From an optimization exercise on the open Yosys and OpenROAD flow, aimed at small area; shortcuts taken in it are not production practice.
The RTL was checked by simulation tests, not by an equivalence proof against the original design.
Power figures rest on the tool's default switching activity, not on a simulated workload.

==> flow/design.v (excerpt) <==
module qpu_exu
(
  input  logic    clk,
  input  logic    i_arst_n,
  input  logic    i_instr_valid,
  output logic    o_instr_ready,
  input  qpu_pkg::instr_t  i_instr,
  output logic    o_tiq_valid,
  input  logic    i_tiq_ready,
  output qpu_pkg::time_t   o_tiq_time,
  output logic    o_evq_valid,
  input  logic    i_evq_ready,
  output qpu_pkg::time_t   o_evq_time,
  output qpu_pkg::qubits_t o_evq_qubits,
  input  logic    i_mcu_valid,
  input  qpu_pkg::qubits_t i_mcu_result,
  output logic    o_wb_valid,
  output qpu_pkg::rfidx_t  o_wb_rdidx,
  output qpu_pkg::data_t   o_wb_data
);
  logic [3:0]  op;
  logic [3:0]  rd, rs1, rs2;
  logic [15:0] imm;
  assign op  = i_instr[31:28];
  assign rd  = i_instr[27:24];
  assign rs1 = i_instr[23:20];
  assign rs2 = i_instr[19:16];
  assign imm = i_instr[15:0];
  logic is_add, is_addi, is_qwait, is_meas, is_fmr, is_wb;
  assign is_add   = (op == 4'd1);
  assign is_addi  = (op == 4'd2);
  assign is_qwait = (op == 4'd3);
  assign is_meas  = (op == 4'd4);
  assign is_fmr   = (op == 4'd5);
  assign is_wb    = is_add | is_addi | is_fmr;
  logic a_rf, a_time, b_rf, b_imm, b_sext, b_fmr;
  assign a_rf   = !op[2] && !(op[1] && op[0]);                  
  assign a_time = (op[1] && op[0]) || (op[2] && !op[0]);        
  assign b_rf   = !op[2] && !op[1] && op[0];                    
  assign b_imm  = !op[2] && op[1];                              
  assign b_sext = !op[2] && op[1] && !op[0];                    
  ...
Settings: LEC_CHECK=0, CAP_MARGIN=10, CORE_MARGIN=2, CORE_UTILIZATION=35, SLEW_MARGIN=10, SYNTH_HIERARCHICAL=1, SYNTH_MINIMUM_KEEP_SIZE=0; clock period 9.0 ns.
standard.sh (not shown) runs the stock make flow with config.mk's settings and CLKGATE_MAP_FILE= SYNTH_SCRIPT=/design/flow/synth_recipe.tcl, a recipe that flattens the netlist after the stock synthesis.
==> flow/flow/run.sh <==
#!/bin/bash
# Standard ORFS layout with smaller port buffers and a leaner clock tree.
set -euo pipefail
bash standard.sh \
  BUFFER_PORTS_ARGS="-buffer_cell sky130_fd_sc_hd__buf_1" \
  CTS_ARGS="-sink_clustering_enable -repair_clock_nets -dont_use_dummy_load -buf_list sky130_fd_sc_hd__clkbuf_16 -sink_clustering_size 30 -sink_clustering_max_diameter 80" \
  finish > standard.log 2>&1
Edit:
==> flow/flow/run.sh (replaced) <==
#!/bin/bash
# Standard ORFS layout with smaller port buffers and a leaner clock tree.
set -euo pipefail
bash standard.sh \
  BUFFER_PORTS_ARGS="-buffer_cell sky130_fd_sc_hd__buf_1" \
  CTS_ARGS="-sink_clustering_enable -repair_clock_nets -dont_use_dummy_load -buf_list sky130_fd_sc_hd__clkbuf_16 -sink_clustering_size 30 -sink_clustering_max_diameter 85" \
  finish > standard.log 2>&1
Settings changed: CORE_UTILIZATION 35 to 40.
=> Worst hold slack gets better by 4.1 ps. Fmax went down by a few percent. Routed wire length went up by a few percent.
Edit:
==> flow/flow/run.sh (replaced) <==
#!/bin/bash
# Standard ORFS layout with smaller port buffers and a leaner clock tree.
set -euo pipefail
bash standard.sh \
  BUFFER_PORTS_ARGS="-buffer_cell sky130_fd_sc_hd__buf_1" \
  CTS_ARGS="-sink_clustering_enable -repair_clock_nets -dont_use_dummy_load -buf_list sky130_fd_sc_hd__clkbuf_16 -sink_clustering_size 30 -sink_clustering_max_diameter 80" \
  finish > standard.log 2>&1
Settings changed: CORE_UTILIZATION 40 to 50.
Result: The changed run ran to the end with no violations; routed wire length came out lower slightly; synthesized cell count does not change; count of clock-buffer cells in the layout came out higher by 6; cell area stays flat; clock skew came out lower by 16 ps; total power came out higher by a few percent; global-route usage came out higher by 8.1 points; synthesized area stays the same; sequential power stays flat.

========
Another version of the RTL of qpu_exu (not shown whole).
For scale: ~620 flip-flops, ~130 I/O pins.
Settings: LEC_CHECK=0, CAP_MARGIN=10, CORE_MARGIN=2, CORE_UTILIZATION=55, GPL_TIMING_DRIVEN=0, SLEW_MARGIN=10, SYNTH_HIERARCHICAL=1, SYNTH_MINIMUM_KEEP_SIZE=0; clock period 9.0 ns.
==> flow/flow/run.sh <==
#!/bin/bash
# Standard ORFS layout with smaller port buffers and a leaner clock tree.
set -euo pipefail
bash standard.sh \
  BUFFER_PORTS_ARGS="-buffer_cell sky130_fd_sc_hd__buf_1" \
  CTS_ARGS="-sink_clustering_enable -repair_clock_nets -dont_use_dummy_load -buf_list sky130_fd_sc_hd__clkbuf_16 -sink_clustering_size 30 -sink_clustering_max_diameter 80" \
  finish > standard.log 2>&1
The starting point finished with timing, DRC and antenna clean.
Edit:
--- a/flow/config.mk
+++ b/flow/config.mk
@@ -8,6 +8,6 @@
 export CAP_MARGIN = 10
 export CORE_MARGIN = 2
-export CORE_UTILIZATION = 55
-export GPL_TIMING_DRIVEN = 0
+export CORE_UTILIZATION = 40
+export PLACE_DENSITY = 0.8
 export SLEW_MARGIN = 10
 export SYNTH_HIERARCHICAL = 1
=> Clock-buffer cell count drops by 7; wire length drops by 1.5%; sequential cell count does not change; global-route usage drops by 12 points; setup slack improves by 0.25 ns; clock power drops by about 10%.
Edit:
--- a/flow/flow/run.sh
+++ b/flow/flow/run.sh
@@ -5,3 +5,4 @@
   BUFFER_PORTS_ARGS="-buffer_cell sky130_fd_sc_hd__buf_1" \
   CTS_ARGS="-sink_clustering_enable -repair_clock_nets -dont_use_dummy_load -buf_list sky130_fd_sc_hd__clkbuf_16 -sink_clustering_size 30 -sink_clustering_max_diameter 80" \
+  RECOVER_POWER=100 \
   finish > standard.log 2>&1
--- a/flow/config.mk
+++ b/flow/config.mk
@@ -9,5 +9,4 @@
 export CORE_MARGIN = 2
 export CORE_UTILIZATION = 40
-export PLACE_DENSITY = 0.8
 export SLEW_MARGIN = 10
 export SYNTH_HIERARCHICAL = 1
=> Now the flow reached the layout checks and failed them: capacitance limit, slew limit. Worst setup slack degrades by 0.039 ns. Wire length came out higher by about 4.3%. Power climbs by about 1.5%. Register-to-register slack is worse by 0.06 ns. Sequential power is about the same. Synthesized area is unchanged. Clock skew shrinks by 0.0085 ns. Cell count shrinks by 0.95%.
Edit:
--- a/flow/flow/run.sh
+++ b/flow/flow/run.sh
@@ -5,4 +5,3 @@
   BUFFER_PORTS_ARGS="-buffer_cell sky130_fd_sc_hd__buf_1" \
   CTS_ARGS="-sink_clustering_enable -repair_clock_nets -dont_use_dummy_load -buf_list sky130_fd_sc_hd__clkbuf_16 -sink_clustering_size 30 -sink_clustering_max_diameter 80" \
-  RECOVER_POWER=100 \
   finish > standard.log 2>&1
What happened: Now the flow finished clean; synthesized area stays the same; final cell count stays the same; design area went up by 0.34%.

========
qpu_exu again, from the RTL that the note above started with.
==> flow/config.mk <==
export PLATFORM = sky130hd
export DESIGN_NAME = qpu_exu
export DESIGN_NICKNAME = qpu_exu
export VERILOG_FILES = /design/flow/design.v
export SDC_FILE = /design/flow/constraint.sdc
export NUM_CORES = 4
export LEC_CHECK = 0
export CAP_MARGIN = 10
export CORE_MARGIN = 2
export CORE_UTILIZATION = 40
export SLEW_MARGIN = 10
export SYNTH_HIERARCHICAL = 1
export SYNTH_MINIMUM_KEEP_SIZE = 0
==> flow/constraint.sdc <==
create_clock -name core_clock -period 9.0 [get_ports {clk}]
set_input_delay 1.8000 -clock core_clock [delete_from_list [all_inputs] [get_ports {clk}]]
set_output_delay 1.8000 -clock core_clock [all_outputs]
set_load 0.01 [all_outputs]
==> flow/flow/run.sh <==
#!/bin/bash
# Standard ORFS layout with smaller port buffers and a leaner clock tree.
set -euo pipefail
bash standard.sh \
  BUFFER_PORTS_ARGS="-buffer_cell sky130_fd_sc_hd__buf_1" \
  CTS_ARGS="-sink_clustering_enable -repair_clock_nets -dont_use_dummy_load -buf_list {sky130_fd_sc_hd__clkbuf_8 sky130_fd_sc_hd__clkbuf_16} -sink_clustering_size 30 -sink_clustering_max_diameter 80" \
  finish > standard.log 2>&1
Rerun with:
==> flow/flow/run.sh (replaced) <==
#!/bin/bash
# Standard ORFS layout with smaller port buffers and a leaner clock tree.
set -euo pipefail
bash standard.sh \
  BUFFER_PORTS_ARGS="-buffer_cell sky130_fd_sc_hd__buf_1" \
  CTS_ARGS="-sink_clustering_enable -repair_clock_nets -dont_use_dummy_load -buf_list \"sky130_fd_sc_hd__clkbuf_8 sky130_fd_sc_hd__clkbuf_16\" -sink_clustering_size 30 -sink_clustering_max_diameter 80" \
  finish > standard.log 2>&1
Result:
- With this change the flow ended with an error in 4_1_cts
- synthesized area stays the same
- synthesized cell count does not change
Rerun with:
==> flow/flow/run.sh (replaced) <==
#!/bin/bash
# Standard ORFS layout with smaller port buffers and a leaner clock tree.
set -euo pipefail
bash standard.sh \
  BUFFER_PORTS_ARGS="-buffer_cell sky130_fd_sc_hd__buf_1" \
  CTS_ARGS="-sink_clustering_enable -repair_clock_nets -dont_use_dummy_load -buf_list sky130_fd_sc_hd__clkbuf_16 -sink_clustering_size 24 -sink_clustering_max_diameter 70" \
  finish > standard.log 2>&1
--- a/flow/config.mk
+++ b/flow/config.mk
@@ -9,3 +9,3 @@
 export CORE_MARGIN = 2
-export CORE_UTILIZATION = 40
+export CORE_UTILIZATION = 55
 export SLEW_MARGIN = 10
Effect:
- Now the flow ran to the end with no violations
- synthesized area stays the same
- synthesized cell count does not change
Rerun with:
==> flow/flow/run.sh (replaced) <==
#!/bin/bash
# Standard ORFS layout with smaller port buffers and a leaner clock tree.
set -euo pipefail
bash standard.sh \
  BUFFER_PORTS_ARGS="-buffer_cell sky130_fd_sc_hd__buf_1" \
  CTS_ARGS="-sink_clustering_enable -repair_clock_nets -dont_use_dummy_load -buf_list sky130_fd_sc_hd__clkbuf_16 -sink_clustering_size 36 -sink_clustering_max_diameter 80" \
  finish > standard.log 2>&1
--- a/flow/config.mk
+++ b/flow/config.mk
@@ -9,3 +9,3 @@
 export CORE_MARGIN = 2
-export CORE_UTILIZATION = 55
+export CORE_UTILIZATION = 40
 export SLEW_MARGIN = 10
The new run produced a clean layout.
Non-clock buffer count decreases by 14.
Flip-flop and latch count is unchanged.
Power decreases by 2.9%.
Design area is about the same.
Wire length hardly moves.
Register-to-register slack loses 0.37 ns.
Core utilization decreases by 17 points.
Setup slack loses 0.34 ns.
Final cell count increases by 5.9%.
Sequential power stays flat.
Clock power decreases by about 9%.

[separate check: timing with driven ports]
The results above use ideal ports. As a check the final layouts listed here were re-extracted and re-timed, cells and wires unchanged.
Step 1 sets driving cells, clkbuf_16 on the clock port and buf_2 on the other inputs (assumed; they add their load-dependent delay and slew).
Step 2 adds t to the input delays and takes it off the output delays; t is the mean of the earliest and latest rising clock arrival at the registers after step 1. Input paths then give back, and output paths get back, about the clock's delay inside the block.
a / b / c = ideal / step 1 / step 2; a / b = the first two.
run | t (ns) | setup slack, ns | hold slack, ns | worst setup path at the end | slew at the worst register clock pin (ns)
the first run of note 1 | 0.680 | 0.712 / 0.737 / 0.057 | 0.471 / 0.471 / 0.471 | input to register | 0.11 / 0.11
the second run of note 1 | 0.683 | 0.465 / 0.495 / -0.188 | 0.475 / 0.475 / 0.475 | input to register | 0.12 / 0.12
the third run of note 1 | 0.639 | 0.417 / 0.455 / -0.183 | 0.473 / 0.473 / 0.473 | input to register | 0.11 / 0.11
the first run of note 2 | 0.641 | 0.230 / 0.261 / -0.380 | 0.473 / 0.473 / 0.473 | input to register | 0.12 / 0.12
the second run of note 2 | 0.650 | 0.485 / 0.480 / -0.170 | 0.469 / 0.469 / 0.469 | input to register | 0.12 / 0.12
the third run of note 2 | 0.667 | 0.446 / 0.455 / -0.212 | 0.468 / 0.468 / 0.468 | input to register | 0.12 / 0.12
the fourth run of note 2 | 0.672 | 0.480 / 0.490 / -0.182 | 0.468 / 0.468 / 0.468 | input to register | 0.11 / 0.11
the first run of note 3 | 0.672 | 0.480 / 0.490 / -0.182 | 0.468 / 0.468 / 0.468 | input to register | 0.11 / 0.11
the third run of note 3 | 0.647 | 0.824 / 0.865 / 0.218 | 0.472 / 0.472 / 0.472 | input to register | 0.10 / 0.10
the fourth run of note 3 | 0.672 | 0.480 / 0.490 / -0.182 | 0.468 / 0.468 / 0.468 | input to register | 0.11 / 0.11
